From an optimization exercise on the open Yosys and OpenROAD flow, aimed at small area; shortcuts taken in it are not production practice. In this exercise RTL edits were held to simulation tests only and were not proved equivalent to the original. Power is estimated from default activity; no workload was simulated.

`flow/run.sh`:
```
#!/bin/bash
# synth_recipe.tcl (not shown) runs the flow's synth.tcl, then flattens the netlist and writes it again
# the make line also repeats each setting of config.mk as NAME=value (left out here)
make -C /OpenROAD-flow-scripts/flow DESIGN_CONFIG=/design/flow/config.mk WORK_HOME=/design/flow/orfs CLKGATE_MAP_FILE= SYNTH_SCRIPT=/design/flow/synth_recipe.tcl finish
```
`flow/config.mk`:
```
export PLATFORM = sky130hd
export DESIGN_NAME = conflict_serializer
export DESIGN_NICKNAME = conflict_serializer
export VERILOG_FILES = /design/flow/design.v
export SDC_FILE = /design/flow/constraint.sdc
export NUM_CORES = 4
export LEC_CHECK = 0
export CAP_MARGIN = 20
export CORE_MARGIN = 2
export CORE_UTILIZATION = 40
export CTS_BUF_LIST = sky130_fd_sc_hd__clkbuf_4
export PLACE_DENSITY = 0.6
export SLEW_MARGIN = 20
```
`flow/constraint.sdc`:
```
create_clock -name core_clock -period 7.0 [get_ports {clk}]
set_input_delay 1.4000 -clock core_clock [delete_from_list [all_inputs] [get_ports {clk}]]
set_output_delay 1.4000 -clock core_clock [all_outputs]
set_load 0.01 [all_outputs]
```
`flow/design.v`:
```
`timescale 1ns/1ps
module conflict_serializer #(
   parameter int NUM_CORES         = 8,
   parameter int LIST_DEPTH        = 16,
   parameter int ALMOST_FULL_LEVEL = 12
) (
   input  logic                      clk,
   input  logic                      rstn,
   input  logic                      m_valid,
   input  logic [33:0]               m_task,
   input  logic [3:0]                m_slot,
   output logic                      m_ready,
   input  logic [NUM_CORES-1:0]      s_req,
   input  logic [2*NUM_CORES-1:0]    s_req_type,
   output logic [NUM_CORES-1:0]      s_grant,
   output logic [33:0]               s_task,
   output logic [3:0]                s_slot,
   input  logic                      fin_valid,
   input  logic [3:0]                fin_core,
   output logic                      almost_full,
   output logic                      all_cores_idle
);
   localparam int LD = LIST_DEPTH;
   localparam int NC = NUM_CORES;
   localparam int EW = 37;
   logic [LD-1:0]         valid_q;
   logic [LD-1:0]         confl_q;
   logic [LD-1:0][EW-1:0] ent_q;
   logic [4:0]            count_q;
   logic [NC-1:0]         gcore_q;
   logic [LD-1:0]         gpos_q;
   logic [NC-1:0]         run_valid_q;
   logic [NC-1:0][14:0]   run_key_q;
   logic [EW-1:0]         enq_ent;
   logic [14:0]           enq_key;
   logic [EW-1:0]         gnt_ent;
   logic                  grant_valid;
   logic                  push;
   logic [LD-1:0]         valid_r;
   logic [LD-1:0]         shift;
   logic [NC-1:0]         fin_sel;
   logic [14:0]           fin_key;
   logic                  fin_key_valid;
   logic [LD-1:0]         list_match;
   logic [NC-1:0]         run_match;
   logic                  new_confl;
   logic [LD-1:0]         clr_vec;
   logic [LD-1:0]         clr_one;
   logic [LD-1:0]         confl_c;
   logic [LD-1:0]         pend;
   logic [3:0][LD-1:0]    type_ready;
   logic [3:0]            type_any;
   logic [NC-1:0]         can_take;
   logic [NC-1:0]         core_one;
   logic                  core_found;
   logic [1:0]            sel_type;
   logic [LD-1:0]         core_ready;
   logic [LD-1:0]         ent_one;
   logic [LD-1:0]         gpos_d;
   assign enq_key = m_task[30:16];
   assign enq_ent = {m_slot, m_task[33:32], m_task[30:0]};
   always_comb begin
      gnt_ent = '0;
      for (int p = 0; p < LD; p++) begin
         gnt_ent = gnt_ent | ({EW{gpos_q[p]}} & ent_q[p]);
      end
   end
   assign grant_valid = |gcore_q;
   assign s_grant     = gcore_q;
   assign s_task      = {gnt_ent[32:31], 1'b0, gnt_ent[30:0]};
   assign s_slot      = gnt_ent[36:33];
   assign m_ready        = m_valid && !count_q[4];
   assign push           = m_valid && !count_q[4];
   assign almost_full    = count_q[4] || (count_q[3] && count_q[2]);
   assign all_cores_idle = (run_valid_q == '0);
   assign valid_r = valid_q & ~gpos_q;
   always_comb begin
      logic all_below;
      all_below = 1'b1;
      for (int p = 0; p < LD; p++) begin
         all_below = all_below && valid_r[p];
         shift[p]  = !all_below;
      end
   end
   always_comb begin
      fin_key = '0;
      for (int i = 0; i < NC; i++) begin
         fin_sel[i] = fin_valid && (fin_core == 4'(i));
         fin_key    = fin_key | ({15{fin_sel[i]}} & run_key_q[i]);
      end
   end
   assign fin_key_valid = |(fin_sel & run_valid_q);
   always_comb begin
      for (int p = 0; p < LD; p++) begin
         list_match[p] = valid_q[p] && (ent_q[p][30:16] == enq_key);
         clr_vec[p]    = fin_key_valid && valid_q[p] && (ent_q[p][30:16] == fin_key);
      end
      for (int i = 0; i < NC; i++) begin
         run_match[i] = run_valid_q[i] && !fin_sel[i] && (run_key_q[i] == enq_key);
      end
   end
   assign new_confl = (list_match != '0) || (run_match != '0);
   assign clr_one = clr_vec & ~(clr_vec - 1'b1);
   assign confl_c = confl_q & ~clr_one;
   always_comb begin
      for (int p = 0; p < LD; p++) begin
         pend[p]          = valid_r[p] && !confl_q[p];
         type_ready[0][p] = pend[p] && (ent_q[p][32:31] == 2'd0);
         type_ready[1][p] = pend[p] && (ent_q[p][32:31] == 2'd1);
         type_ready[2][p] = pend[p] && (ent_q[p][32:31] == 2'd2);
         type_ready[3][p] = pend[p];
      end
      for (int t = 0; t < 4; t++) type_any[t] = |type_ready[t];
      for (int i = 0; i < NC; i++) begin
         can_take[i] = s_req[i] && type_any[s_req_type[2*i +: 2]] && !gcore_q[i];
      end
   end
   assign core_one   = can_take & ~(can_take - 1'b1);
   assign core_found = |can_take;
   always_comb begin
      sel_type = '0;
      for (int i = 0; i < NC; i++) begin
         sel_type = sel_type | ({2{core_one[i]}} & s_req_type[2*i +: 2]);
      end
   end
   assign core_ready = type_ready[sel_type];
   assign ent_one    = core_ready & ~(core_ready - 1'b1);
   always_comb begin
      for (int p = 0; p < LD; p++) begin
         if (p == LD - 1) gpos_d[p] = ent_one[p] && !shift[p];
         else             gpos_d[p] = shift[p] ? ent_one[p+1] : ent_one[p];
      end
   end
   always_ff @(posedge clk) begin
      if (!rstn) begin
         gcore_q <= '0;
         gpos_q  <= '0;
      end else begin
         gcore_q <= core_one;
         gpos_q  <= core_found ? gpos_d : '0;
      end
   end
   always_ff @(posedge clk) begin
      for (int p = 0; p < LD - 1; p++) begin
         if (shift[p]) begin
            ent_q[p]   <= ent_q[p+1];
            confl_q[p] <= confl_c[p+1];
         end else begin
            confl_q[p] <= confl_c[p];
         end
      end
      if (shift[LD-1]) begin
         ent_q[LD-1]   <= enq_ent;
         confl_q[LD-1] <= new_confl;
      end else begin
         confl_q[LD-1] <= confl_c[LD-1];
      end
   end
   always_ff @(posedge clk) begin
      if (!rstn) begin
         valid_q <= '0;
         count_q <= '0;
      end else begin
         for (int p = 0; p < LD - 1; p++) begin
            valid_q[p] <= shift[p] ? valid_r[p+1] : valid_r[p];
         end
         valid_q[LD-1] <= shift[LD-1] ? push : valid_r[LD-1];
         case ({push, grant_valid})
            2'b10:   count_q <= count_q + 1'b1;
            2'b01:   count_q <= count_q - 1'b1;
            default: count_q <= count_q;
         endcase
      end
   end
   always_ff @(posedge clk) begin
      if (!rstn) begin
         run_valid_q <= '0;
      end else begin
         for (int i = 0; i < NC; i++) begin
            if (gcore_q[i])      run_valid_q[i] <= 1'b1;
            else if (fin_sel[i]) run_valid_q[i] <= 1'b0;
         end
      end
   end
   always_ff @(posedge clk) begin
      for (int i = 0; i < NC; i++) begin
         if (gcore_q[i]) run_key_q[i] <= gnt_ent[30:16];
      end
   end
endmodule
```
==> results.sh, run 1 <==
export IMPL_status="no timing/DRC/antenna violations"
export IMPL_cts_clk_slew_worst_paths_ns=0.07
export IMPL_maxCapViolations=0
export IMPL_required_ns=7.77
export IMPL_layout_common_cells="edfxtp_1 (712), xnor2_1 (430), clkbuf_4 (307), nand4_1 (207), xor2_1 (174)"
export IMPL_p_comb_frac=0.093
export IMPL_p_sw_frac=0.2715
export IMPL_total_leakage_power_nw=14.68
export IMPL_p_sw_mw=2.984
export IMPL_netlist_area_leader_share=0.5716
export IMPL_dp_hpwl_mm=99.87
export IMPL_viasPerCell=6.452
export IMPL_clkSinkCount=781
export IMPL_seq_area_frac_synth=0.6085
export IMPL_drc=0
export IMPL_ctsLongestPathBuffers=3
export IMPL_grt_max_degree=69
export IMPL_numCtsBuffers=204
export IMPL_powerDensity_mw_per_mm2=254.0
export IMPL_crit_type="flop to flop"
export IMPL_finalSetupTns_ns=0
export IMPL_slew_violations=0
export IMPL_syn_nets=2929
export IMPL_die_area_sq_mm=0.09597
export IMPL_rsz0062_at_grt="false"
export IMPL_crit_path_max_fanout=40
export IMPL_clkPwrFrac=0.397
export IMPL_postRouteAntennaNets=0
export IMPL_wl_mm=155.2
export IMPL_ys_ff_latch=781
export IMPL_fp_dieW_um=309.8
export IMPL_fin_area_sq_mm=0.04326
export IMPL_slew_headroom=0.2015
export IMPL_placed_cell_area_sq_mm=0.04044
export IMPL_fin_cells=4536
export IMPL_cts_tree="built"
export IMPL_synth_flop_cell="edfxtp_1"
export IMPL_setup_worst_path_end_class="flop"
export IMPL_grt_pass1_vias=28700
export IMPL_nets=3188
export IMPL_synth_edf_count=712
export IMPL_layout_cells_most_common="edfxtp_1"
export IMPL_setup_viol_count_final=0
export IMPL_clock_latency_ns=1.14
export IMPL_cp_start_kind="flop"
export IMPL_cts_hold_buf=0
export IMPL_final_util=0.4649
export IMPL_hold_viol_final=0
export IMPL_antenna_found_initial=8
export IMPL_p_int_mw=8.007
export IMPL_synth_area_leader_cell="edfxtp_1"
export IMPL_syn_avg_cell_area_sq_um=13.11
export IMPL_power_frac_seq=0.511
export IMPL_placed_cells=4161
export IMPL_vias=29270
export IMPL_synth_cell_types=93
export IMPL_finalClockSkew_ns=0.08053
export IMPL_max_vdd_ir_drop_v=0.0001301
export IMPL_ys_warn_count=1
export IMPL_area_delta_synth_final_pct=15.66
export IMPL_grt_usage=0.3194
export IMPL_grt_overflow=0
export IMPL_wl_per_cell_um=34.22
export IMPL_crit_arrival_ns=7.18
export IMPL_tightest_slew_ns=1.187
export IMPL_period_needed_ns=6.411
export IMPL_grt_pass1_wl_mm=215.0
export IMPL_io_pins=119
export IMPL_port_buffers=116
export IMPL_drtPass1Iterations=6
export IMPL_postCtsSetupBuffers=0
export IMPL_root_buffer="clkbuf_4"
export IMPL_hold_path_class="flop to flop"
export IMPL_drt_initial_drc_count=4694
export IMPL_die_h_um=309.8
export IMPL_drive_gt1_frac=0.1679
export IMPL_synth_cells=2854
export IMPL_fin_crit_sh=0.9159
export IMPL_row_count=112
export IMPL_yosys_top_cells_area="edfxtp_1 (57%), xnor2_1 (10%), xor2_1 (4.1%)"
export IMPL_syn_area_sq_mm=0.03740
export IMPL_core_sq_mm=0.09305
export IMPL_place_congestion=1.034
export IMPL_fillers=8434
export IMPL_synthArstFlopShare=0
export IMPL_post_cts_resized=0
export IMPL_achievable_frequency_mhz=156.0
export IMPL_start_util=0.4020
export IMPL_htreeDepth=4
[critical path: stages (launching register included)]
cell and delay, ns:
dfxtp_1 0.48, and2b_2 0.26, clkinvlp_4 0.10, nor2_2 0.33
nand2_4 0.08, or2_2 0.35, or3_4 0.40, nand2b_4 0.15
or2_4 0.54, nand2b_4 0.26, or3_4 0.74, nand2b_4 0.68
nor2_1 0.57, clkinvlp_4 0.57, buf_4 0.45
[cells by family (layout without fill, tap and decap cells)]
group           Yosys count  count (layout)  synth area share
compound gates          495             495            0.1074
xor+xnor                604             604            0.1414
fa+ha+maj                 5               5          0.001873
buf+inv                 210             632           0.02224
flops                   781             781            0.6085
mux                      14              14          0.003813
other cells               1               7         0.0001003
simple gates            744             744            0.1146
[cell type report]
| class | count | area [sq um] | area share |
|---|---|---|---|
| clock inverter | 62 | 499.2 | 0.01154 |
| inverter | 34 | 135.1 | 0.003123 |
| multi-input combinational | 1863 | 13980 | 0.3231 |
| sequential | 781 | 22780 | 0.5266 |
| tap | 1254 | 1569 | 0.03627 |
| antenna | 6 | 15.01 | 0.0003471 |
| timing repair buffer | 229 | 1979 | 0.04575 |
| clock buffer | 307 | 2305 | 0.05327 |
[per-stage QoR]
stage / power, mW / setup WS, ns / hold WS (ns)
2_1_floorplan: 6.180 / 0.004165 / 0.4264
3_3_place_gp: 6.673 / 0.8268 / 0.4293
3_5_place_dp: 6.681 / 0.7412 / 0.4372
4_1_cts: 11.01 / 0.6517 / 0.4366
5_1_grt: 11.34 / 0.4382 / 0.4409
6_report: 10.99 / 0.5890 / 0.4382
[worst paths after layout]
path	from	endpoint	slack, ns	cells past startpoint
hold / removal	ent_q[273]	ent_q[236]	0.44	0
hold reg to reg	ent_q[273]	ent_q[236]	0.44	0
setup / recovery	valid_q[0]	ent_q[567]	0.59	14
setup reg to reg	valid_q[0]	ent_q[567]	0.59	14
[power by group through the flow]
stage / logic, mW / clock network, mW / registers [mW]
floorplan: 0.619 / 0 / 5.56
global placement: 0.985 / 0 / 5.69
detailed placement: 0.989 / 0 / 5.69
CTS: 0.997 / 4.42 / 5.59
global route: 1.07 / 4.65 / 5.62
finish: 1.02 / 4.36 / 5.61
[Yosys cell counts, types with 5 or more instances]
cell,n
a2bb2oi_1,10
a31oi_1,9
nand3b_1,5
mux2i_1,12
nor3b_1,14
buf_2,5
o21a_1,11
or3b_2,8
a22o_1,149
nand2b_1,31
or4_1,10
or2_2,5
nand3_1,152
a21oi_1,48
a221oi_1,149
dfxtp_1,69
nor3_1,23
o211ai_1,6
inv_1,33
a21o_1,6
edfxtp_1,712
xnor2_1,430
a41oi_1,10
buf_1,33
a22oi_1,9
nor4b_1,16
nand2_1,65
o21ai_0,32
xor2_1,174
nor2_1,72
nand4_1,207
or3_1,9
nor2b_1,20
clkbuf_1,131
nor4_1,70
[registers in the layout (all words and copies together) (netlist names)]
signal,cells
valid_q,16
confl_q,16
gcore_q,8
ent_q,592
gpos_q,16
count_q,5
run_valid_q,8
run_key_q,120
[metal layers]
metal | vias to the layer above | part of all wire | wire length [um] | global-route usage
li1 | 11800 | - | - | -
met1 | 14580 | 0.39 | 60390 | 0.4402
met2 | 2473 | 0.43 | 66630 | 0.4636
met3 | 410 | 0.14 | 21340 | 0.09714
met4 | 6 | 0.044 | 6857 | 0.1410
met5 | - | 0.00019 | 30 | 0
==> run 2: changes to the inputs <==
--- a/flow/config.mk
+++ b/flow/config.mk
@@ -10,3 +10,2 @@
 export CORE_UTILIZATION = 40
-export CTS_BUF_LIST = sky130_fd_sc_hd__clkbuf_4
 export PLACE_DENSITY = 0.6
==> run 2 against run 1 <==
Net effect:
- via count shrank 3.4%
- final cell count down 4.7%
- first-iteration DRC count is 1.6% lower
- setup slack gained 0.13 ns
- synthesized cell count unchanged
- critical path type unchanged
- largest power group unchanged
==> results.sh, run 2 <==
export IMPL_status="no timing/DRC/antenna violations"
export IMPL_period_needed_ns=6.285
export IMPL_required_ns=7.35
export IMPL_synth_cell_types=93
export IMPL_drt_initial_drc_count=4620
export IMPL_synth_area_leader_cell="edfxtp_1"
export IMPL_clock_latency_ns=0.69
export IMPL_postRouteAntennaNets=0
export IMPL_start_util=0.4020
export IMPL_area_delta_synth_final_pct=16.01
export IMPL_drive_gt1_frac=0.1122
export IMPL_post_synth_top_count_cell="edfxtp_1"
export IMPL_crit_path_max_fanout=40
export IMPL_antenna_found_initial=6
export IMPL_ctsLongestPathBuffers=3
export IMPL_clkSinkCount=781
export IMPL_hold_viol_final=0
export IMPL_drc=0
export IMPL_viasPerCell=6.541
export IMPL_cp_start_kind="flop"
export IMPL_synth_cells=2854
export IMPL_ys_ff_latch=781
export IMPL_fp_dieW_um=309.8
export IMPL_cts_clk_slew_worst_paths_ns=0.06
export IMPL_grt_max_degree=69
export IMPL_io_pins=119
export IMPL_largestRegisters="ent_q (592), run_key_q (120)"
export IMPL_layout_common_cells="edfxtp_1 (712), xnor2_1 (430), nand4_1 (207), xor2_1 (174), nand3_1 (152)"
export IMPL_port_buffers=116
export IMPL_slowest_stage="or3_4"
export IMPL_grt_pass1_wl_mm=212.6
export IMPL_maxCapViolations=0
export IMPL_rsz0062_at_grt="false"
export IMPL_die_h_um=309.8
export IMPL_root_buffer="clkbuf_16"
export IMPL_syn_area_sq_mm=0.03740
export IMPL_finalSetupTns_ns=0
export IMPL_powerDensity_mw_per_mm2=262.6
export IMPL_grt_pass1_vias=27670
export IMPL_synth_edf_count=712
export IMPL_finalClockSkew_ns=0.07185
export IMPL_max_vdd_ir_drop_v=0.0001811
export IMPL_syn_nets=2929
export IMPL_core_sq_mm=0.09305
export IMPL_layout_cells_most_common="edfxtp_1"
export IMPL_postCtsSetupBuffers=0
export IMPL_cts_tree="built"
export IMPL_largest_register="ent_q"
export IMPL_crit_type="flop to flop"
export IMPL_wl_per_cell_um=35.55
export IMPL_yosys_top_cells_area="edfxtp_1 (57%), xnor2_1 (10%), xor2_1 (4.1%)"
export IMPL_total_leakage_power_nw=14.45
export IMPL_setup_worst_path_end_class="flop"
export IMPL_seq_area_frac_synth=0.6085
export IMPL_hold_path_class="flop to flop"
export IMPL_slew_violations=0
export IMPL_path_cells="and2b_2 > clkinvlp_4 > nor2_2 > nand2_4 > or2_2 > or3_4 > nand2b_4 > or2_4 > nand2b_4 > or3_4 > nand2b_4 > nor2_1 > clkinvlp_4 > buf_4"
export IMPL_vias=28270
export IMPL_grt_overflow=0
export IMPL_fin_crit_sh=0.8979
export IMPL_drtPass1Iterations=6
export IMPL_htreeDepth=3
export IMPL_synth_flop_cell="edfxtp_1"
export IMPL_synth_common_cells="edfxtp_1 (712), xnor2_1 (430), nand4_1 (207)"
export IMPL_place_congestion=1.034
export IMPL_setup_viol_count_final=0
export IMPL_cts_hold_buf=0
export IMPL_die_area_sq_mm=0.09597
export IMPL_synthArstFlopShare=0
export IMPL_crit_arrival_ns=6.64
export IMPL_largest_reg_flops=592
export IMPL_wl_mm=153.6
export IMPL_slew_headroom=0.2279
export IMPL_cpPeakStageDelay_ns=0.71
export IMPL_syn_avg_cell_area_sq_um=13.11
export IMPL_grt_usage=0.3157
export IMPL_numCtsBuffers=85
export IMPL_row_count=112
export IMPL_post_cts_resized=0
export IMPL_crit_path_frequent_cell="nand2b_4"
export IMPL_dp_hpwl_mm=99.87
export IMPL_placed_cell_area_sq_mm=0.04044
export IMPL_fin_area_sq_mm=0.04339
export IMPL_nets=3069
export IMPL_tightest_slew_ns=1.158
export IMPL_ys_warn_count=1
export IMPL_netlist_area_leader_share=0.5716
export IMPL_achievable_frequency_mhz=159.1
==> run 2: cell counts after synthesis <==
No cell type changed its count.
==> run 2: cell families (layout without fill, tap and decap cells) <==
family | after synthesis | after routing | share of synthesized area
multiplexers | 14 | 14 | 0.003813
XOR/XNOR | 604 | 604 | 0.1414
AO/OA/AOI/OAI | 495 | 495 | 0.1074
AND/OR/NAND/NOR | 744 | 744 | 0.1146
buffers and inverters | 210 | 422 | 0.02224
flip-flops | 781 | 781 | 0.6085
other | 1 | 3 | 0.0001003
adder cells (fa/ha/maj) | 5 | 5 | 0.001873
==> run 2: worst max-delay path, delay by kind of cell (launching register included) <==
family | cells | cell delay [ns]
simple gates | 11 | 4.34
buf+inv | 3 | 1.09
flops | 1 | 0.48
==> run 2: area by class of cell <==
type	count	area [sq um]
fillers	8268	49660
flip-flops and latches	781	22780
multi-input cells	1863	13980
clock buffers	98	2186
repair buffers	229	1979
well taps	1254	1569
clock inverters	61	758.2
inverters	34	135.1
diodes	2	5.005
==> run 2: power breakdown <==
part,total (mW),internal (mW),switching [mW]
clock,4.76,2.72,2.04
combinational,1.02,0.407,0.611
sequential,5.61,5.32,0.292
==> run 2: through the flow <==
step / total power [mW] / instances / setup WS, ns / utilization / hold WS [ns]
finish: 11.39 / 4322 / 0.7148 / 0.4663 / 0.4455
global route: 11.68 / 4321 / 0.5489 / 0.4663 / 0.4495
CTS: 11.40 / 4320 / 0.7451 / 0.4663 / 0.4350
detailed placement: 6.681 / 4161 / 0.7412 / 0.4346 / 0.4372
global placement: 6.673 / 4160 / 0.8268 / 0.4344 / 0.4293
floorplan: 6.180 / 2854 / 0.004165 / - / 0.4264
==> run 2: worst paths after layout <==
kind	slack, ns	cells after the start	start	end
max reg2reg	0.71	14	valid_q[0]	ent_q[564]
min reg2reg	0.45	0	ent_q[450]	ent_q[413]
min	0.45	0	ent_q[450]	ent_q[413]
max	0.71	14	valid_q[0]	ent_q[564]
==> run 2: per-layer routing <==
layer / up-vias / track usage / routed length (um)
li1: 11440 / - / -
met1: 14240 / 0.4419 / 60700
met2: 2171 / 0.4613 / 65730
met3: 413 / 0.08341 / 19740
met4: 4 / 0.1370 / 7433
met5: - / 0 / 28
==> run 3: changes to the inputs <==
==> flow/flow/run.sh (new file) <==
#!/bin/bash
# standard layout, with clock tree synthesis told not to add dummy loads
bash standard.sh "CTS_ARGS=-sink_clustering_enable -repair_clock_nets -dont_use_dummy_load -buf_list sky130_fd_sc_hd__clkbuf_4" finish > standard.log 2>&1
==> flow/standard.sh (new file) <==
#!/bin/bash
# synth_recipe.tcl (not shown) runs the flow's synth.tcl, then flattens the netlist and writes it again
# the make line also repeats each setting of config.mk as NAME=value (left out here)
make -C /OpenROAD-flow-scripts/flow DESIGN_CONFIG=/design/flow/config.mk WORK_HOME=/design/flow/orfs CLKGATE_MAP_FILE= SYNTH_SCRIPT=/design/flow/synth_recipe.tcl "${@:-finish}"
--- a/flow/config.mk
+++ b/flow/config.mk
@@ -9,4 +9,4 @@
 export CORE_MARGIN = 2
-export CORE_UTILIZATION = 40
-export PLACE_DENSITY = 0.6
+export CORE_UTILIZATION = 60
+export PLACE_DENSITY = 0.75
 export SLEW_MARGIN = 20
removed: flow/run.sh
==> run 3 against run 2 <==
Net effect:
- setup slack got worse by 0.14 ns
- register-to-register slack worse by 0.14 ns
- routed wire length fell by 7.7%
- hold slack got worse by 0.095 ns
- maximum frequency decreased by 2.2%
- first-iteration DRC count rose by 1.0%
- power is 16% lower
- non-clock buffer count fell by 5
- sequential share of layout area increased by 2.5 points
- combinational power barely moved
- clock skew up 0.052 ns
- still clean on timing, DRC and antenna
- count of clock-buffer cells in the layout grew 101
==> results.sh, run 3 <==
export IMPL_status="no timing/DRC/antenna violations"
export IMPL_synth_area_leader_cell="edfxtp_1"
export IMPL_fin_crit_sh=0.9183
export IMPL_die_area_sq_mm=0.06435
export IMPL_seq_area_frac_synth=0.6085
export IMPL_placed_cell_area_sq_mm=0.03988
export IMPL_slew_headroom=0.1921
export IMPL_largestRegisters="ent_q (592), run_key_q (120)"
export IMPL_cts_clk_slew_worst_paths_ns=0.06
export IMPL_path_cells="nand2b_1 > nor2_2 > nand2_4 > or2_2 > or3_4 > nand2b_4 > or2_4 > nand2b_4 > or3_4 > nand2b_4 > nor2_1 > clkinvlp_4 > buf_4"
export IMPL_pre_cts_ws_ns=0.7013
export IMPL_ys_warn_count=1
export IMPL_grt_usage=0.4392
export IMPL_area_delta_synth_final_pct=10.66
export IMPL_slowest_stage="or3_4"
export IMPL_yosys_top_cells_area="edfxtp_1 (57%), xnor2_1 (10%), xor2_1 (4.1%)"
export IMPL_maxCapViolations=0
export IMPL_setup_viol_count_final=0
export IMPL_tightest_slew_ns=1.195
export IMPL_drive_gt1_frac=0.1312
export IMPL_clock_latency_ns=1.10
export IMPL_grt_overflow=0
export IMPL_syn_nets=2929
export IMPL_postCtsSetupBuffers=0
export IMPL_postRouteAntennaNets=0
export IMPL_numCtsBuffers=199
export IMPL_wl_per_cell_um=35.96
export IMPL_fin_area_sq_mm=0.04139
export IMPL_crit_arrival_ns=7.10
export IMPL_worst_slack_ns=0.5718
export IMPL_cpPeakStageDelay_ns=0.72
export IMPL_rsz0062_at_grt="false"
export IMPL_dp_hpwl_mm=92.47
export IMPL_largest_register="ent_q"
export IMPL_drc=0
export IMPL_multi_input_area_sq_mm=0.01397
export IMPL_start_util=0.6061
export IMPL_synth_flop_cell="edfxtp_1"
export IMPL_port_buffers=116
export IMPL_cp_top_family="simple AND/OR/NAND/NOR gates"
export IMPL_ys_ff_latch=781
export IMPL_drt_initial_drc_count=4668
export IMPL_crit_path_max_fanout=40
export IMPL_nets=3178
export IMPL_wl_mm=141.9
export IMPL_power_total_mw=9.616
export IMPL_regArea_sq_mm=0.02278
export IMPL_die_h_um=253.7
export IMPL_post_synth_top_count_cell="edfxtp_1"
export IMPL_place_congestion=1.110
export IMPL_powerDensity_mw_per_mm2=232.3
export IMPL_required_ns=7.68
export IMPL_fillers=4660
export IMPL_vias=29090
export IMPL_setup_worst_path_end_class="flop"
export IMPL_cp_start_kind="flop"
export IMPL_fp_dieW_um=253.7
export IMPL_finalClockSkew_ns=0.1234
export IMPL_finalSetupTns_ns=0
export IMPL_viasPerCell=7.373
export IMPL_total_leakage_power_nw=13.92
export IMPL_ctsLongestPathBuffers=3
export IMPL_largest_reg_flops=592
export IMPL_syn_area_sq_mm=0.03740
export IMPL_grt_pass1_vias=28120
export IMPL_synth_cells=2854
export IMPL_crit_type="flop to flop"
export IMPL_crit_buf_inv=2
export IMPL_grt_pass1_wl_mm=198.6
export IMPL_netlist_area_leader_share=0.5716
export IMPL_root_buffer="clkbuf_4"
export IMPL_htreeDepth=4
export IMPL_core_sq_mm=0.06171
export IMPL_layout_common_cells="edfxtp_1 (712), xnor2_1 (430), nand4_1 (207), clkbuf_4 (199), xor2_1 (174)"
export IMPL_row_count=91
export IMPL_period_needed_ns=6.428
export IMPL_synth_common_cells="edfxtp_1 (712), xnor2_1 (430), nand4_1 (207)"
export IMPL_io_pins=119
export IMPL_max_vdd_ir_drop_v=0.0001579
export IMPL_crit_path_frequent_cell="nand2b_4"
export IMPL_clkSinkCount=781
export IMPL_synthArstFlopShare=0
export IMPL_achievable_frequency_mhz=155.6
export IMPL_drtPass1Iterations=6
export IMPL_synth_edf_count=712
export IMPL_hold_path_class="flop to flop"
export IMPL_cts_tree="built"
export IMPL_hold_viol_final=0
export IMPL_grt_max_degree=69
export IMPL_antenna_found_initial=5
export IMPL_layout_cells_most_common="edfxtp_1"
export IMPL_syn_avg_cell_area_sq_um=13.11
export IMPL_slew_violations=0
export IMPL_cts_hold_buf=0
export IMPL_post_cts_resized=0
export IMPL_synth_cell_types=93
-- run 3: final cells by class --
| cell class | instances | area share |
|---|---|---|
| Inverter | 34 | 0.003265 |
| Tap cell | 837 | 0.02530 |
| Sequential cell | 781 | 0.5504 |
| Clock buffer | 199 | 0.03609 |
| Multi-Input combinational cell | 1863 | 0.3376 |
| Timing Repair Buffer | 224 | 0.04691 |
| Antenna cell | 7 | 0.0004232 |
-- run 3: layer usage --
| metal | up-vias | global-route usage | routed length [um] |
|---|---|---|---|
| met5 | - | 0 | 59 |
| met4 | 8 | 0.1988 | 6880 |
| met3 | 522 | 0.1886 | 24560 |
| met2 | 2788 | 0.6091 | 58520 |
| met1 | 14130 | 0.5983 | 51840 |
| li1 | 11640 | - | - |
-- run 3: metrics by stage --
| stage | instances | utilization | hold WS [ns] |
|---|---|---|---|
| 2_1_floorplan | 2854 | - | 0.4264 |
| 3_3_place_gp | 3739 | 0.6461 | 0.4291 |
| 3_5_place_dp | 3739 | 0.6462 | 0.4365 |
| 4_1_cts | 3938 | 0.6704 | 0.3690 |
| 5_1_grt | 3940 | 0.6705 | 0.3839 |
| 6_report | 3945 | 0.6707 | 0.3501 |
-- run 3: cells by family after synthesis --
kind of cell | after synthesis | synth area share
AO/OA/AOI/OAI | 495 | 0.1074
XOR/XNOR | 604 | 0.1414
adder cells (fa/ha/maj) | 5 | 0.001873
buffers and inverters | 210 | 0.02224
flip-flops | 781 | 0.6085
multiplexers | 14 | 0.003813
other | 1 | 0.0001003
AND/OR/NAND/NOR | 744 | 0.1146
-- run 3: final timing paths --
path / start / to / slack (ns) / cells past startpoint
hold / removal: ent_q[186] / ent_q[149] / 0.35 / 0
setup / recovery: gpos_q[1] / ent_q[563] / 0.57 / 13
hold reg to reg: ent_q[186] / ent_q[149] / 0.35 / 0
setup reg to reg: gpos_q[1] / ent_q[563] / 0.57 / 13
-- run 3: power breakdown --
| part | total, mW | switching, mW | internal, mW |
|---|---|---|---|
| logic | 1.01 | 0.609 | 0.404 |
| registers | 5.60 | 0.279 | 5.32 |
| clock network | 3.00 | 1.72 | 1.28 |
-- run 3: worst reg2reg max path: stages (launching register included) --
cell and delay (ns):
dfxtp_2 0.68, nand2b_1 0.35, nor2_2 0.34, nand2_4 0.07, or2_2 0.34, or3_4 0.40
nand2b_4 0.15, or2_4 0.54, nand2b_4 0.27, or3_4 0.72, nand2b_4 0.71, nor2_1 0.55
clkinvlp_4 0.49, buf_4 0.42
==> run 4: changes to the inputs <==
==> flow/flow/run.sh (replaced) <==
#!/bin/bash
# standard layout; clock tree without dummy loads and with larger sink clusters; small port buffers
bash standard.sh "BUFFER_PORTS_ARGS=-buffer_cell sky130_fd_sc_hd__buf_1" "CTS_ARGS=-sink_clustering_enable -repair_clock_nets -dont_use_dummy_load -sink_clustering_size 30 -sink_clustering_max_diameter 60 -buf_list sky130_fd_sc_hd__clkbuf_16" finish > standard.log 2>&1
==> run 4 against run 3 <==
Net effect:
- clock power shrank 6%
- die area is the same
- cell area shrank 2.3%
- final cell count shrank 4.1%
- sequential share of layout area grew 1.3 points
==> results.sh, run 4 <==
export IMPL_synth_edf_count=712
export IMPL_row_count=91
export IMPL_drc=0
export IMPL_yosys_top_cells_area="edfxtp_1 (57%), xnor2_1 (10%), xor2_1 (4.1%)"
export IMPL_crit_arrival_ns=6.67
export IMPL_largestRegisters="ent_q (592), run_key_q (120)"
export IMPL_synth_common_cells="edfxtp_1 (712), xnor2_1 (430), nand4_1 (207)"
export IMPL_tightest_slew_ns=1.191
export IMPL_crit_path_max_fanout=40
export IMPL_area_delta_synth_final_pct=8.062
export IMPL_wl_per_cell_um=36.68
export IMPL_grt_usage=0.4262
export IMPL_finalClockSkew_ns=0.05226
export IMPL_netlist_area_leader_share=0.5716
export IMPL_final_util=0.6550
export IMPL_required_ns=7.29
export IMPL_period_needed_ns=6.376
export IMPL_largest_register="ent_q"
export IMPL_port_buffers=116
export IMPL_maxCapViolations=0
export IMPL_finalSetupTns_ns=0
export IMPL_layout_cells_most_common="edfxtp_1"
export IMPL_min_path_cells=0
export IMPL_cts_tree="built"
export IMPL_max_vdd_ir_drop_v=0.0002170
export IMPL_setup_viol_count_final=0
export IMPL_powerDensity_mw_per_mm2=231.7
export IMPL_p_int_mw=6.958
export IMPL_clkSinkCount=781
export IMPL_synth_flop_cell="edfxtp_1"
export IMPL_power_frac_seq=0.598
export IMPL_drtPass1Iterations=8
export IMPL_crit_buf_inv=2
export IMPL_dp_hpwl_mm=91.83
export IMPL_whs_ns=0.3961
export IMPL_synthArstFlopShare=0
export IMPL_synth_cells=2854
export IMPL_grt_pass1_wl_mm=193.5
export IMPL_fin_crit_sh=0.9108
export IMPL_vias=28310
export IMPL_ys_ff_latch=781
export IMPL_place_congestion=1.094
export IMPL_cts_clk_slew_worst_paths_ns=0.10
export IMPL_ctsLongestPathBuffers=3
export IMPL_post_synth_top_count_cell="edfxtp_1"
export IMPL_numCtsBuffers=51
export IMPL_fillers=4646
export IMPL_crit_path_frequent_cell="nand2b_4"
export IMPL_cpPeakStageDelay_ns=0.72
export IMPL_viasPerCell=7.483
export IMPL_cts_hold_buf=0
export IMPL_hold_viol_final=0
export IMPL_setup_worst_path_end_class="flop"
export IMPL_hold_path_class="flop to flop"
export IMPL_nets=3022
export IMPL_reg2reg_depth=13
export IMPL_cp_start_kind="flop"
export IMPL_syn_area_sq_mm=0.03740
export IMPL_power_total_mw=9.366
export IMPL_root_buffer="clkbuf_16"
export IMPL_layout_common_cells="edfxtp_1 (712), xnor2_1 (430), nand4_1 (207), xor2_1 (174), nand3_1 (152)"
export IMPL_antenna_found_initial=1
export IMPL_ys_warn_count=1
export IMPL_grt_max_degree=69
export IMPL_p_comb_frac=0.102
export IMPL_clkPwrFrac=0.300
export IMPL_synth_cell_types=93
export IMPL_synth_area_leader_cell="edfxtp_1"
export IMPL_p_sw_frac=0.2572
export IMPL_postRouteAntennaNets=0
export IMPL_io_pins=119
export IMPL_post_cts_resized=0
export IMPL_drt_initial_drc_count=5254
export IMPL_syn_nets=2929
export IMPL_die_area_sq_mm=0.06435
export IMPL_path_cells="nand2b_1 > nor2_2 > nand2_4 > or2_2 > or3_4 > nand2b_4 > or2_4 > nand2b_4 > or3_4 > nand2b_4 > nor2_1 > clkinvlp_4 > buf_4"
export IMPL_status="no timing/DRC/antenna violations"
export IMPL_largest_reg_flops=592
export IMPL_crit_type="flop to flop"
export IMPL_achievable_frequency_mhz=156.8
export IMPL_postCtsSetupBuffers=0
export IMPL_slowest_stage="or3_4"
export IMPL_htreeDepth=2
export IMPL_p_sw_mw=2.409
export IMPL_drive_gt1_frac=0.08693
export IMPL_wl_mm=138.7
export IMPL_rsz0062_at_grt="false"
export IMPL_crit_cells=13
export IMPL_worst_slack_ns=0.6241
export IMPL_die_h_um=253.7
export IMPL_core_sq_mm=0.06171
export IMPL_fp_dieW_um=253.7
export IMPL_slew_violations=0
export IMPL_clock_latency_ns=0.64
export IMPL_pre_cts_ws_ns=0.7821
export IMPL_start_util=0.6061
export IMPL_syn_avg_cell_area_sq_um=13.11
export IMPL_slew_headroom=0.1949
export IMPL_seq_area_frac_synth=0.6085
export IMPL_cp_top_family="simple AND/OR/NAND/NOR gates"
export IMPL_total_leakage_power_nw=13.32
export IMPL_grt_overflow=0
export IMPL_grt_pass1_vias=26620
-- run 4: cell types whose count changed in the layout (fill, tap and decap cells not counted), sizes merged --
cell	before	now
diode	7	1
clkdlybuf4s50	105	0
clkbuf	199	66
buf	119	201
-- run 4: cell families (layout without fill, tap and decap cells) --
kind of cell	Yosys count	in the layout	synth area share
buffers and inverters	210	301	0.02224
other	1	2	0.0001003
adders and majority gates	5	5	0.001873
and+or+nand+nor	744	744	0.1146
muxes	14	14	0.003813
AOI/OAI and AO/OA	495	495	0.1074
xor gates and xnor gates	604	604	0.1414
DFF	781	781	0.6085
-- run 4: power groups by stage --
stage          Combinational [mW]  Sequential, mW  Clock (mW)
2_1_floorplan               0.619            5.56           0
6_report                    0.952            5.60        2.81
3_3_place_gp                0.895            5.67           0
4_1_cts                     0.914            5.58        2.81
5_1_grt                     0.997            5.61        2.96
3_5_place_dp                0.908            5.68           0
-- run 4: area by class of cell --
cell class | instances | area, sq um | area share
sequential | 781 | 22780 | 0.5636
multi-input combinational | 1863 | 13950 | 0.3450
clock buffer | 51 | 1276 | 0.03157
timing repair buffer | 216 | 1230 | 0.03043
tap | 837 | 1047 | 0.02591
inverter | 34 | 136.4 | 0.003374
antenna | 1 | 2.502 | 0.00006191
-- run 4: path summary, 6_finish.rpt --
path | startpoint | endpoint | slack (ns)
max | gpos_q[1] | ent_q[562] | 0.62
min | ent_q[229] | ent_q[192] | 0.40
max reg2reg | gpos_q[1] | ent_q[562] | 0.62
min reg2reg | ent_q[229] | ent_q[192] | 0.40
-- run 4: routing by layer --
metal,vias to the layer above,wire (um),track usage
met3,450,23000,0.1491
li1,11260,-,-
met4,2,6920,0.1824
met1,13920,51800,0.6112
met2,2679,57010,0.5879
met5,-,10,0
-- run 4: metrics by stage --
stage	cell area [sq um]	instances
5_1_grt	40420	3782
2_1_floorplan	37460	2854
3_5_place_dp	39130	3731
3_3_place_gp	39130	3731
4_1_cts	40410	3782
6_report	40420	3783
-- run 4: worst reg2reg max path, stage by stage, from the launching register on --
cell        delay [ns]
dfxtp_2           0.65
nand2b_1          0.33
nor2_2            0.33
nand2_4           0.08
or2_2             0.34
or3_4             0.40
nand2b_4          0.15
or2_4             0.54
nand2b_4          0.27
or3_4             0.72
nand2b_4          0.66
nor2_1            0.57
clkinvlp_4        0.53
buf_4             0.45
==> run 5: changes to the inputs <==
==> flow/flow/run.sh (replaced) <==
#!/bin/bash
# standard layout; clock tree without dummy loads and with larger sink clusters; small port buffers
bash standard.sh "BUFFER_PORTS_ARGS=-buffer_cell sky130_fd_sc_hd__buf_1" "CTS_ARGS=-sink_clustering_enable -repair_clock_nets -dont_use_dummy_load -sink_clustering_size 20 -sink_clustering_max_diameter 40 -buf_list sky130_fd_sc_hd__clkbuf_8" finish > standard.log 2>&1
==> run 5 against run 4 <==
Net effect:
- global-route usage is 0.30 points higher
- via count is 1.2% higher
- sequential share of layout area is 0.30 points lower
- critical endpoint is now ent_q[590]
- hold slack better by 0.023 ns
- clock skew is 0.036 ns higher
- critical path depth stayed put
- core utilization is 0.34 points higher
- synthesized cell count stayed put
- cell area is 0.53% higher
- clock power is 5% higher
==> results.sh, run 5 <==
export IMPL_multi_input_area_sq_mm=0.01395
export IMPL_start_util=0.6061
export IMPL_finalClockSkew_ns=0.08822
export IMPL_achievable_frequency_mhz=158.1
export IMPL_status="no timing/DRC/antenna violations"
export IMPL_numCtsBuffers=108
export IMPL_worstHoldStart="ent_q[228]"
export IMPL_ys_ff_latch=781
export IMPL_largest_register="ent_q"
export IMPL_p_int_mw=7.029
export IMPL_root_buffer="clkbuf_8"
export IMPL_drt_initial_drc_count=4904
export IMPL_dp_hpwl_mm=91.83
export IMPL_syn_area_sq_mm=0.03740
export IMPL_placed_cells=3731
export IMPL_post_cts_resized=0
export IMPL_synthArstFlopShare=0
export IMPL_period_needed_ns=6.324
export IMPL_core_sq_mm=0.06171
export IMPL_syn_nets=2929
export IMPL_yosys_top_cells_area="edfxtp_1 (57%), xnor2_1 (10%), xor2_1 (4.1%)"
export IMPL_grt_overflow=0
export IMPL_reg2reg_depth=13
export IMPL_cts_hold_buf=0
export IMPL_crit_arrival_ns=6.71
export IMPL_fp_dieW_um=253.7
export IMPL_slowest_stage="or3_4"
export IMPL_nets=3079
export IMPL_io_pins=119
export IMPL_syn_avg_cell_area_sq_um=13.11
export IMPL_largest_reg_flops=592
export IMPL_path_cells="nand2b_1 > nor2_2 > nand2_4 > or2_2 > or3_4 > nand2b_4 > or2_4 > nand2b_4 > or3_4 > nand2b_4 > nor2_1 > clkinvlp_4 > buf_4"
export IMPL_maxCapViolations=0
export IMPL_setup_viol_count_final=0
export IMPL_cts_clk_slew_worst_paths_ns=0.09
export IMPL_htreeDepth=3
export IMPL_required_ns=7.38
export IMPL_crit_path_max_fanout=40
export IMPL_crit_path_frequent_cell="nand2b_4"
export IMPL_grt_pass1_wl_mm=194.8
export IMPL_r2r_end="ent_q[590]"
export IMPL_area_delta_synth_final_pct=8.630
export IMPL_clkSinkCount=781
export IMPL_tightest_slew_ns=1.158
export IMPL_synth_cell_types=93
export IMPL_postRouteAntennaNets=0
export IMPL_p_sw_frac=0.2612
export IMPL_die_area_sq_mm=0.06435
export IMPL_clkPwrFrac=0.311
export IMPL_wl_per_cell_um=36.31
export IMPL_fin_crit_sh=0.9035
export IMPL_post_synth_top_count_cell="edfxtp_1"
export IMPL_p_sw_mw=2.485
export IMPL_cts_tree="built"
export IMPL_finalSetupTns_ns=0
export IMPL_postCtsSetupBuffers=0
export IMPL_rsz0062_at_grt="false"
export IMPL_r2r_slack_ns=0.68
export IMPL_hold_path_class="flop to flop"
export IMPL_cp_start_kind="flop"
export IMPL_powerDensity_mw_per_mm2=234.1
export IMPL_slew_headroom=0.2278
export IMPL_largestRegisters="ent_q (592), run_key_q (120)"
export IMPL_drtPass1Iterations=7
export IMPL_max_vdd_ir_drop_v=0.0001834
export IMPL_cpPeakStageDelay_ns=0.72
export IMPL_holdPathEnd="ent_q[191]"
export IMPL_synth_area_leader_cell="edfxtp_1"
export IMPL_grt_usage=0.4293
export IMPL_layout_common_cells="edfxtp_1 (712), xnor2_1 (430), nand4_1 (207), xor2_1 (174), nand3_1 (152)"
export IMPL_regArea_sq_mm=0.02278
export IMPL_synth_common_cells="edfxtp_1 (712), xnor2_1 (430), nand4_1 (207)"
export IMPL_fillers=4633
export IMPL_grt_max_degree=69
export IMPL_p_comb_frac=0.100
export IMPL_synth_edf_count=712
export IMPL_power_frac_seq=0.589
export IMPL_synth_flop_cell="edfxtp_1"
export IMPL_place_congestion=1.094
export IMPL_cp_top_family="simple AND/OR/NAND/NOR gates"
export IMPL_netlist_area_leader_share=0.5716
export IMPL_synth_cells=2854
export IMPL_total_leakage_power_nw=13.47
export IMPL_die_h_um=253.7
export IMPL_crit_buf_inv=2
export IMPL_wl_mm=139.5
export IMPL_hold_viol_final=0
export IMPL_ys_warn_count=1
export IMPL_clock_latency_ns=0.76
export IMPL_port_buffers=116
export IMPL_fin_cells=3841
export IMPL_r2r_start="gpos_q[1]"
export IMPL_drive_gt1_frac=0.1043
export IMPL_vias=28650
export IMPL_antenna_found_initial=4
export IMPL_row_count=91
export IMPL_setup_worst_path_end_class="flop"
export IMPL_min_path_cells=0
export IMPL_ctsLongestPathBuffers=3
export IMPL_seq_area_frac_synth=0.6085
export IMPL_layout_cells_most_common="edfxtp_1"
export IMPL_drc=0
export IMPL_slew_violations=0
export IMPL_viasPerCell=7.458
export IMPL_grt_pass1_vias=27140
export IMPL_crit_type="flop to flop"
[run 5: cell counts after synthesis]
No cell type changed its count.
[run 5: routing by layer]
layer,part of all wire,vias up,GRT usage
met5,0.00019,-,0
met4,0.051,4,0.1914
met3,0.17,464,0.1573
met2,0.41,2753,0.5895
met1,0.37,14060,0.6097
li1,-,11360,-
[run 5: through the flow]
step / instance area, sq um / hold WS [ns] / util / worst slack [ns] / power [mW]
2_1_floorplan: 37460 / 0.4264 / - / 0.004165 / 6.180
3_3_place_gp: 39130 / 0.4296 / 0.6341 / 0.8687 / 6.565
3_5_place_dp: 39130 / 0.4353 / 0.6341 / 0.7821 / 6.589
4_1_cts: 40620 / 0.4058 / 0.6582 / 0.7517 / 9.462
5_1_grt: 40630 / 0.4090 / 0.6584 / 0.4977 / 9.740
6_report: 40630 / 0.4195 / 0.6584 / 0.6755 / 9.514
[run 5: cell type report]
| cell class | count | share of cell area |
|---|---|---|
| Inverter | 34 | 0.003356 |
| Sequential cell | 781 | 0.5607 |
| Clock buffer | 108 | 0.03658 |
| Timing Repair Buffer | 216 | 0.03027 |
| Tap cell | 837 | 0.02577 |
| Antenna cell | 2 | 0.0001232 |
| Multi-Input combinational cell | 1863 | 0.3432 |
[run 5: cells by family after synthesis]
kind of cell             Yosys count  synth area share
flip-flops                       781            0.6085
AND/OR/NAND/NOR                  744            0.1146
XOR/XNOR                         604            0.1414
AO/OA/AOI/OAI                    495            0.1074
buffers and inverters            210           0.02224
multiplexers                      14          0.003813
adder cells (fa/ha/maj)            5          0.001873
other                              1         0.0001003
[run 5: how the worst max path moves through the flow]
stage	cells after the start	endpoint	startpoint
after global placement	17	confl_q[14]	fin_core[3]
after floorplan	14	ent_q[555]	gpos_q[0]
after global routing	13	ent_q[590]	gpos_q[1]
final	13	ent_q[590]	gpos_q[1]
after detailed placement	13	ent_q[555]	gpos_q[1]
after CTS	13	ent_q[590]	gpos_q[1]
[run 5: power groups by stage]
stage                     sequential, mW  combinational, mW  clock (mW)
after floorplan                     5.56              0.619           0
final                               5.61              0.952        2.96
after global routing                5.61              0.997        3.13
after CTS                           5.59              0.914        2.96
after global placement              5.67              0.895           0
after detailed placement            5.68              0.908           0
==> run 6: changes to the inputs <==
==> flow/flow/run.sh (replaced) <==
#!/bin/bash
# standard layout; clock tree without dummy loads and with larger sink clusters; small port buffers
bash standard.sh "BUFFER_PORTS_ARGS=-buffer_cell sky130_fd_sc_hd__buf_1" "CTS_ARGS=-sink_clustering_enable -repair_clock_nets -dont_use_dummy_load -sink_clustering_size 16 -sink_clustering_max_diameter 50 -buf_list sky130_fd_sc_hd__clkbuf_8 -tree_buf sky130_fd_sc_hd__clkbuf_4 -root_buf sky130_fd_sc_hd__clkbuf_8" finish > standard.log 2>&1
==> run 6 against run 5 <==
Net effect:
- clock skew up 0.0012 ns
- final cell count down 0.68%
- sequential power about the same
- core utilization down 0.56 points
- non-clock buffer count unchanged
- count of clock-buffer cells in the layout down 25
- hold slack better by 0.017 ns
- sequential share of layout area up 0.48 points
- register-to-register slack worse by 0.06 ns
- still clean on timing, DRC and antenna
- flip-flop and latch count unchanged
- die area unchanged
- synthesized area unchanged
- critical endpoint unchanged
==> results.sh, run 6 <==
export IMPL_status="no timing/DRC/antenna violations"
export IMPL_numCtsBuffers=83
export IMPL_syn_area_sq_mm=0.03740
export IMPL_cts_clk_slew_worst_paths_ns=0.10
export IMPL_dp_hpwl_mm=91.83
export IMPL_crit_path_max_fanout=40
export IMPL_grt_overflow=0
export IMPL_fin_cells=3815
export IMPL_regArea_sq_mm=0.02278
export IMPL_postRouteAntennaNets=0
export IMPL_synth_edf_count=712
export IMPL_ys_warn_count=1
export IMPL_max_vdd_ir_drop_v=0.0001695
export IMPL_setup_viol_count_final=0
export IMPL_synthArstFlopShare=0
export IMPL_total_leakage_power_nw=13.29
export IMPL_cp_top_family="simple AND/OR/NAND/NOR gates"
export IMPL_netlist_area_leader_share=0.5716
export IMPL_crit_buf_inv=2
export IMPL_vias=28500
export IMPL_achievable_frequency_mhz=156.7
export IMPL_syn_avg_cell_area_sq_um=13.11
export IMPL_syn_nets=2929
export IMPL_wl_mm=139.3
export IMPL_antenna_found_initial=6
export IMPL_drive_gt1_frac=0.09674
export IMPL_clkSinkCount=781
export IMPL_cts_tree="built"
export IMPL_io_pins=119
export IMPL_slew_headroom=0.2011
export IMPL_yosys_top_cells_area="edfxtp_1 (57%), xnor2_1 (10%), xor2_1 (4.1%)"
export IMPL_largest_reg_flops=592
export IMPL_core_sq_mm=0.06171
export IMPL_post_synth_top_count_cell="edfxtp_1"
export IMPL_port_buffers=116
export IMPL_ys_ff_latch=781
export IMPL_fillers=4672
export IMPL_cp_start_kind="flop"
export IMPL_grt_pass1_vias=26890
export IMPL_setup_worst_path_end_class="flop"
export IMPL_area_delta_synth_final_pct=7.704
export IMPL_fin_area_sq_mm=0.04029
export IMPL_rsz0062_at_grt="false"
export IMPL_finalClockSkew_ns=0.08940
export IMPL_root_buffer="clkbuf_8"
export IMPL_synth_cells=2854
export IMPL_cpPeakStageDelay_ns=0.72
export IMPL_grt_max_degree=69
export IMPL_tightest_slew_ns=1.182
export IMPL_seq_area_frac_synth=0.6085
export IMPL_slowest_stage="or3_4"
export IMPL_htreeDepth=3
export IMPL_layout_common_cells="edfxtp_1 (712), xnor2_1 (430), nand4_1 (207), xor2_1 (174), nand3_1 (152)"
export IMPL_crit_type="flop to flop"
export IMPL_crit_path_frequent_cell="nand2b_4"
export IMPL_layout_cells_most_common="edfxtp_1"
export IMPL_cts_hold_buf=0
export IMPL_grt_pass1_wl_mm=194.5
export IMPL_required_ns=7.36
export IMPL_start_util=0.6061
export IMPL_die_area_sq_mm=0.06435
export IMPL_postCtsSetupBuffers=0
export IMPL_synth_common_cells="edfxtp_1 (712), xnor2_1 (430), nand4_1 (207)"
export IMPL_drtPass1Iterations=8
export IMPL_slew_violations=0
export IMPL_fin_crit_sh=0.9118
export IMPL_drt_initial_drc_count=4922
export IMPL_fp_dieW_um=253.7
export IMPL_maxCapViolations=0
export IMPL_hold_path_class="flop to flop"
export IMPL_nets=3054
export IMPL_period_needed_ns=6.383
export IMPL_row_count=91
export IMPL_drc=0
export IMPL_final_util=0.6528
export IMPL_synth_cell_types=93
export IMPL_grt_usage=0.4291
export IMPL_hold_viol_final=0
export IMPL_crit_arrival_ns=6.74
export IMPL_finalSetupTns_ns=0
export IMPL_largest_register="ent_q"
export IMPL_clock_latency_ns=0.72
export IMPL_largestRegisters="ent_q (592), run_key_q (120)"
export IMPL_powerDensity_mw_per_mm2=227.2
export IMPL_worstHoldStart="ent_q[262]"
export IMPL_multi_input_area_sq_mm=0.01395
export IMPL_post_cts_resized=0
export IMPL_setup_worst_path_start="gpos_q[1]"
export IMPL_ctsLongestPathBuffers=3
export IMPL_path_cells="nand2b_1 > nor2_2 > nand2_4 > or2_2 > or3_4 > nand2b_4 > or2_4 > nand2b_4 > or3_4 > nand2b_4 > nor2_1 > clkinvlp_4 > buf_4"
export IMPL_wl_per_cell_um=36.51
export IMPL_r2r_start="gpos_q[1]"
export IMPL_placed_cells=3731
export IMPL_synth_area_leader_cell="edfxtp_1"
export IMPL_die_h_um=253.7
export IMPL_placed_cell_area_sq_mm=0.03913
export IMPL_place_congestion=1.094
export IMPL_viasPerCell=7.470
export IMPL_synth_flop_cell="edfxtp_1"
## run 6: cell counts after synthesis
Identical to the previous run, type by type.
## run 6: final timing paths
kind | end | slack [ns] | cells past startpoint
hold reg to reg | ent_q[225] | 0.44 | 0
setup reg to reg | ent_q[590] | 0.62 | 13
setup / recovery | ent_q[590] | 0.62 | 13
hold / removal | ent_q[225] | 0.44 | 0
## run 6: final cells by class
cell class                      instances  share of cell area
Inverter                               34            0.003385
Sequential cell                       781              0.5655
Tap cell                              837             0.02600
Timing Repair Buffer                  216             0.03053
Multi-Input combinational cell       1863              0.3462
Clock buffer                           83             0.02836
Antenna cell                            1          0.00006212
## run 6: power by group
part | switching, mW | total, mW | internal, mW
Combinational | 0.596 | 0.952 | 0.355
Sequential | 0.285 | 5.60 | 5.32
Clock | 1.55 | 2.60 | 1.05
Total | 2.43 | 9.15 | 6.72
## run 6: metrics by stage
step,setup WS (ns),power [mW],hold WS [ns]
5_1_grt,0.4756,9.366,0.4384
6_report,0.6172,9.152,0.4366
2_1_floorplan,0.004165,6.180,0.4264
4_1_cts,0.7303,9.096,0.4368
3_3_place_gp,0.8687,6.565,0.4296
3_5_place_dp,0.7821,6.589,0.4353
## run 6: cell families (layout without fill, tap and decap cells)
logic type | after synthesis | count (layout) | synth area share
flops | 781 | 781 | 0.6085
fa+ha+maj | 5 | 5 | 0.001873
simple gates | 744 | 744 | 0.1146
other cells | 1 | 2 | 0.0001003
mux | 14 | 14 | 0.003813
buf+inv | 210 | 333 | 0.02224
compound gates | 495 | 495 | 0.1074
xor+xnor | 604 | 604 | 0.1414
## run 6: worst register-to-register path, delay by kind of cell, from the launching register on
kind,cells,cell delay [ns]
and+or+nand+nor,11,4.42
buffers and inverters,2,0.96
DFF,1,0.64
## run 6: per-layer routing
metal | GRT usage | share of wire
met1 | 0.6180 | 0.37
met3 | 0.1535 | 0.17
met5 | 0 | 0.00037
met2 | 0.5875 | 0.41
met4 | 0.1808 | 0.052
==> run 7: changes to the inputs <==
==> flow/flow/run.sh (replaced) <==
#!/bin/bash
# standard layout; clock tree without dummy loads and with larger sink clusters; small port buffers
bash standard.sh "BUFFER_PORTS_ARGS=-buffer_cell sky130_fd_sc_hd__buf_1" "CTS_ARGS=-sink_clustering_enable -repair_clock_nets -dont_use_dummy_load -sink_clustering_size 16 -sink_clustering_max_diameter 50 -buf_list sky130_fd_sc_hd__clkbuf_8" finish > standard.log 2>&1
==> run 7 against run 6 <==
Net effect:
- first-iteration DRC count is the same
- critical endpoint unchanged
- core utilization is the same
- clock power is essentially flat
- power is the same
- synthesized cell count is the same
- still clean on timing, DRC and antenna
- routed wire length is the same
- cell area is the same
==> results.sh, run 7 <==
export IMPL_numCtsBuffers=83
export IMPL_syn_nets=2929
export IMPL_achievable_frequency_mhz=156.7
export IMPL_port_buffers=116
export IMPL_start_util=0.6061
export IMPL_power_total_mw=9.152
export IMPL_largest_reg_flops=592
export IMPL_setup_viol_count_final=0
export IMPL_io_pins=119
export IMPL_dp_hpwl_mm=91.83
export IMPL_total_leakage_power_nw=13.29
export IMPL_seq_area_frac_synth=0.6085
export IMPL_syn_avg_cell_area_sq_um=13.11
export IMPL_tightest_slew_ns=1.182
export IMPL_synthArstFlopShare=0
export IMPL_largest_register="ent_q"
export IMPL_syn_area_sq_mm=0.03740
export IMPL_fin_area_sq_mm=0.04029
export IMPL_clock_latency_ns=0.72
export IMPL_post_synth_top_count_cell="edfxtp_1"
export IMPL_nets=3054
export IMPL_postRouteAntennaNets=0
export IMPL_drt_initial_drc_count=4922
export IMPL_drtPass1Iterations=8
export IMPL_netlist_area_leader_share=0.5716
export IMPL_whs_ns=0.4366
export IMPL_synth_cells=2854
export IMPL_period_needed_ns=6.383
export IMPL_grt_pass1_wl_mm=194.5
export IMPL_worst_slack_ns=0.6172
export IMPL_htreeDepth=3
export IMPL_status="no timing/DRC/antenna violations"
export IMPL_layout_cells_most_common="edfxtp_1"
export IMPL_max_vdd_ir_drop_v=0.0001695
export IMPL_powerDensity_mw_per_mm2=227.2
export IMPL_p_comb_frac=0.104
export IMPL_p_int_mw=6.725
export IMPL_p_sw_frac=0.2652
export IMPL_cts_clk_slew_worst_paths_ns=0.10
export IMPL_slew_headroom=0.2011
export IMPL_row_count=91
export IMPL_wl_mm=139.3
export IMPL_drive_gt1_frac=0.09674
export IMPL_yosys_top_cells_area="edfxtp_1 (57%), xnor2_1 (10%), xor2_1 (4.1%)"
export IMPL_hold_viol_final=0
export IMPL_finalClockSkew_ns=0.08940
export IMPL_synth_flop_cell="edfxtp_1"
export IMPL_power_frac_seq=0.612
export IMPL_drc=0
export IMPL_pre_cts_ws_ns=0.7821
export IMPL_fp_dieW_um=253.7
export IMPL_die_h_um=253.7
export IMPL_post_cts_resized=0
export IMPL_ys_ff_latch=781
export IMPL_fin_crit_sh=0.9118
export IMPL_ys_warn_count=1
export IMPL_p_sw_mw=2.427
export IMPL_area_delta_synth_final_pct=7.704
export IMPL_layout_common_cells="edfxtp_1 (712), xnor2_1 (430), nand4_1 (207), xor2_1 (174), nand3_1 (152)"
export IMPL_maxCapViolations=0
export IMPL_crit_arrival_ns=6.74
export IMPL_synth_common_cells="edfxtp_1 (712), xnor2_1 (430), nand4_1 (207)"
export IMPL_grt_max_degree=69
export IMPL_placed_cells=3731
export IMPL_vias=28500
export IMPL_finalSetupTns_ns=0
export IMPL_ctsLongestPathBuffers=3
export IMPL_clkPwrFrac=0.284
export IMPL_rsz0062_at_grt="false"
export IMPL_placed_cell_area_sq_mm=0.03913
export IMPL_grt_pass1_vias=26890
export IMPL_grt_overflow=0
export IMPL_crit_path_max_fanout=40
export IMPL_grt_usage=0.4291
export IMPL_synth_edf_count=712
export IMPL_slew_violations=0
export IMPL_cts_tree="built"
export IMPL_fin_cells=3815
export IMPL_largestRegisters="ent_q (592), run_key_q (120)"
export IMPL_die_area_sq_mm=0.06435
export IMPL_antenna_found_initial=6
export IMPL_crit_type="flop to flop"
export IMPL_cp_start_kind="flop"
export IMPL_wl_per_cell_um=36.51
export IMPL_place_congestion=1.094
export IMPL_clkSinkCount=781
export IMPL_synth_cell_types=93
export IMPL_required_ns=7.36
export IMPL_viasPerCell=7.470
export IMPL_hold_path_class="flop to flop"
export IMPL_synth_area_leader_cell="edfxtp_1"
export IMPL_cts_hold_buf=0
export IMPL_core_sq_mm=0.06171
export IMPL_postCtsSetupBuffers=0
export IMPL_final_util=0.6528
export IMPL_root_buffer="clkbuf_8"
export IMPL_setup_worst_path_end_class="flop"
run 7: final timing paths:
| check | startpoint | end | slack [ns] | cells after the start |
|---|---|---|---|---|
| worst max-delay path | gpos_q[1] | ent_q[590] | 0.62 | 13 |
| worst min-delay path | ent_q[262] | ent_q[225] | 0.44 | 0 |
| worst max register to register | gpos_q[1] | ent_q[590] | 0.62 | 13 |
| worst min register to register | ent_q[262] | ent_q[225] | 0.44 | 0 |
run 7: power by group through the flow:
stage                     Combinational, mW  Sequential [mW]  Clock [mW]
after floorplan                       0.619             5.56           0
after global placement                0.895             5.67           0
after detailed placement              0.908             5.68           0
after CTS                             0.914             5.58        2.60
after global routing                  0.997             5.61        2.76
final                                 0.952             5.60        2.60
run 7: worst max-delay path, stage by stage, from the launching register on:
cell and delay (ns):
dfxtp_2 0.64, nand2b_1 0.32, nor2_2 0.34, nand2_4 0.08, or2_2 0.34, or3_4 0.40, nand2b_4 0.15, or2_4 0.55
nand2b_4 0.27, or3_4 0.72, nand2b_4 0.66, nor2_1 0.56, clkinvlp_4 0.52, buf_4 0.44
run 7: routing by layer:
metal | wire (um) | track usage | up-vias
li1 | - | - | 11320
met1 | 51930 | 0.6180 | 13960
met2 | 56770 | 0.5875 | 2726
met3 | 23240 | 0.1535 | 487
met4 | 7302 | 0.1808 | 8
met5 | 51 | 0 | -
run 7: area by class of cell:
class / instances / area [sq um]
Sequential cell: 781 / 22780
Inverter: 34 / 136.4
Tap cell: 837 / 1047
Antenna cell: 1 / 2.502
Fill cell: 4672 / 21430
Clock buffer: 83 / 1142
Timing Repair Buffer: 216 / 1230
Multi-Input combinational cell: 1863 / 13950
run 7: kinds of logic after synthesis:
| family | after synthesis | share of synthesized area |
|---|---|---|
| AO/OA/AOI/OAI | 495 | 0.1074 |
| XOR/XNOR | 604 | 0.1414 |
| flip-flops | 781 | 0.6085 |
| buffers and inverters | 210 | 0.02224 |
| other | 1 | 0.0001003 |
| multiplexers | 14 | 0.003813 |
| adder cells (fa/ha/maj) | 5 | 0.001873 |
| AND/OR/NAND/NOR | 744 | 0.1146 |
==> run 8: changes to the inputs <==
==> flow/flow/run.sh (replaced) <==
#!/bin/bash
# standard layout; clock tree without dummy loads and with larger sink clusters; small port buffers
bash standard.sh "BUFFER_PORTS_ARGS=-buffer_cell sky130_fd_sc_hd__buf_1" "CTS_ARGS=-sink_clustering_enable -repair_clock_nets -dont_use_dummy_load -sink_clustering_size 10 -sink_clustering_max_diameter 40 -buf_list sky130_fd_sc_hd__clkbuf_4" finish > standard.log 2>&1
==> run 8 against run 7 <==
Net effect:
- hold slack worse by 0.048 ns
- setup slack better by 0.014 ns
- maximum frequency rose by 0.23%
- flip-flop and latch count is the same
- critical path depth did not move
- non-clock buffer count unchanged
- final cell count is 0.84% higher
- critical path type unchanged
- largest power group unchanged
- highest routed layer unchanged
==> results.sh, run 8 <==
export IMPL_setup_viol_count_final=0
export IMPL_largest_register="ent_q"
export IMPL_placed_cells=3731
export IMPL_drive_gt1_frac=0.1058
export IMPL_clock_latency_ns=0.98
export IMPL_p_int_mw=6.402
export IMPL_cts_hold_buf=0
export IMPL_post_cts_resized=0
export IMPL_grt_overflow=0
export IMPL_cts_tree="built"
export IMPL_p_sw_frac=0.2737
export IMPL_wl_per_cell_um=36.12
export IMPL_htreeDepth=3
export IMPL_fillers=4738
export IMPL_ys_ff_latch=781
export IMPL_numCtsBuffers=113
export IMPL_ctsLongestPathBuffers=3
export IMPL_regArea_sq_mm=0.02278
export IMPL_synth_flop_cell="edfxtp_1"
export IMPL_core_sq_mm=0.06171
export IMPL_maxCapViolations=0
export IMPL_finalSetupTns_ns=0
export IMPL_status="no timing/DRC/antenna violations"
export IMPL_postCtsSetupBuffers=0
export IMPL_syn_avg_cell_area_sq_um=13.11
export IMPL_slew_violations=0
export IMPL_slew_headroom=0.2413
export IMPL_vias=28710
export IMPL_fin_cells=3847
export IMPL_fin_area_sq_mm=0.04000
export IMPL_syn_nets=2929
export IMPL_fp_dieW_um=253.7
export IMPL_seq_area_frac_synth=0.6085
export IMPL_fin_crit_sh=0.9098
export IMPL_final_util=0.6481
export IMPL_placed_cell_area_sq_mm=0.03913
export IMPL_multi_input_area_sq_mm=0.01395
export IMPL_ys_warn_count=1
export IMPL_grt_pass1_vias=27130
export IMPL_port_buffers=116
export IMPL_achievable_frequency_mhz=157.0
export IMPL_powerDensity_mw_per_mm2=220.4
export IMPL_max_vdd_ir_drop_v=0.0001745
export IMPL_post_synth_top_count_cell="edfxtp_1"
export IMPL_die_area_sq_mm=0.06435
export IMPL_io_pins=119
export IMPL_grt_usage=0.4295
export IMPL_largest_reg_flops=592
export IMPL_setup_worst_path_end_class="flop"
export IMPL_synth_area_leader_cell="edfxtp_1"
export IMPL_postRouteAntennaNets=0
export IMPL_drtPass1Iterations=7
export IMPL_required_ns=7.56
export IMPL_dp_hpwl_mm=91.83
export IMPL_rsz0062_at_grt="false"
export IMPL_cp_start_kind="flop"
export IMPL_area_delta_synth_final_pct=6.931
export IMPL_largestRegisters="ent_q (592), run_key_q (120)"
export IMPL_syn_area_sq_mm=0.03740
export IMPL_clkPwrFrac=0.257
export IMPL_synth_cells=2854
export IMPL_antenna_found_initial=7
export IMPL_start_util=0.6061
export IMPL_power_frac_seq=0.635
export IMPL_grt_max_degree=69
export IMPL_grt_pass1_wl_mm=194.8
export IMPL_place_congestion=1.094
export IMPL_layout_cells_most_common="edfxtp_1"
export IMPL_hold_viol_final=0
export IMPL_p_sw_mw=2.412
export IMPL_cts_clk_slew_worst_paths_ns=0.11
-- run 8: logic make-up after synthesis --
| kind of cell | after synthesis | synth area share |
|---|---|---|
| multiplexers | 14 | 0.003813 |
| other | 1 | 0.0001003 |
| AND/OR/NAND/NOR | 744 | 0.1146 |
| flip-flops | 781 | 0.6085 |
| AO/OA/AOI/OAI | 495 | 0.1074 |
| adder cells (fa/ha/maj) | 5 | 0.001873 |
| buffers and inverters | 210 | 0.02224 |
| XOR/XNOR | 604 | 0.1414 |
-- run 8: path summary, 6_finish.rpt --
kind	start	to	slack, ns	cells past startpoint
max	gpos_q[1]	ent_q[587]	0.63	13
min	ent_q[109]	ent_q[72]	0.39	0
max reg2reg	gpos_q[1]	ent_q[587]	0.63	13
min reg2reg	ent_q[109]	ent_q[72]	0.39	0
-- run 8: metal layers --
metal / vias up / track usage / routed length [um]
met4: 6 / 0.1876 / 6775
li1: 11410 / - / -
met1: 13980 / 0.6128 / 51840
met5: - / 0 / 38
met3: 473 / 0.1567 / 23240
met2: 2843 / 0.5893 / 57060
-- run 8: power groups by stage --
stage	clock [mW]	combinational, mW	sequential [mW]
after floorplan	0	0.619	5.56
after global placement	0	0.895	5.67
after detailed placement	0	0.908	5.68
after CTS	2.27	0.914	5.58
after global routing	2.43	0.997	5.61
final	2.26	0.951	5.60
-- run 8: through the flow --
| stage | worst slack, ns | power (mW) |
|---|---|---|
| 6_report | 0.6315 | 8.814 |
| 2_1_floorplan | 0.004165 | 6.180 |
| 3_5_place_dp | 0.7821 | 6.589 |
| 4_1_cts | 0.7627 | 8.763 |
| 5_1_grt | 0.5038 | 9.031 |
| 3_3_place_gp | 0.8687 | 6.565 |
-- run 8: layout make-up --
cell class / count / area share
flip-flops and latches: 781 / 0.5696
multi-input cells: 1863 / 0.3487
repair buffers: 216 / 0.03075
well taps: 837 / 0.02618
clock buffers: 113 / 0.02121
inverters: 34 / 0.003410
diodes: 3 / 0.0001877
-- run 8: worst max-delay path, stage by stage (launching register included) --
cell        delay (ns)
dfxtp_2           0.65
nand2b_1          0.33
nor2_2            0.34
nand2_4           0.08
or2_2             0.34
or3_4             0.40
nand2b_4          0.15
or2_4             0.55
nand2b_4          0.26
or3_4             0.71
nand2b_4          0.66
nor2_1            0.57
clkinvlp_4        0.53
buf_4             0.44

Setup slack of run 8, layout unchanged: 0.632 ns with ideal ports, 0.632 ns with driving cells assumed (clock clkbuf_16, inputs buf_2), 0.559 ns with port delays also shifted by the 0.988 ns mid clock arrival.
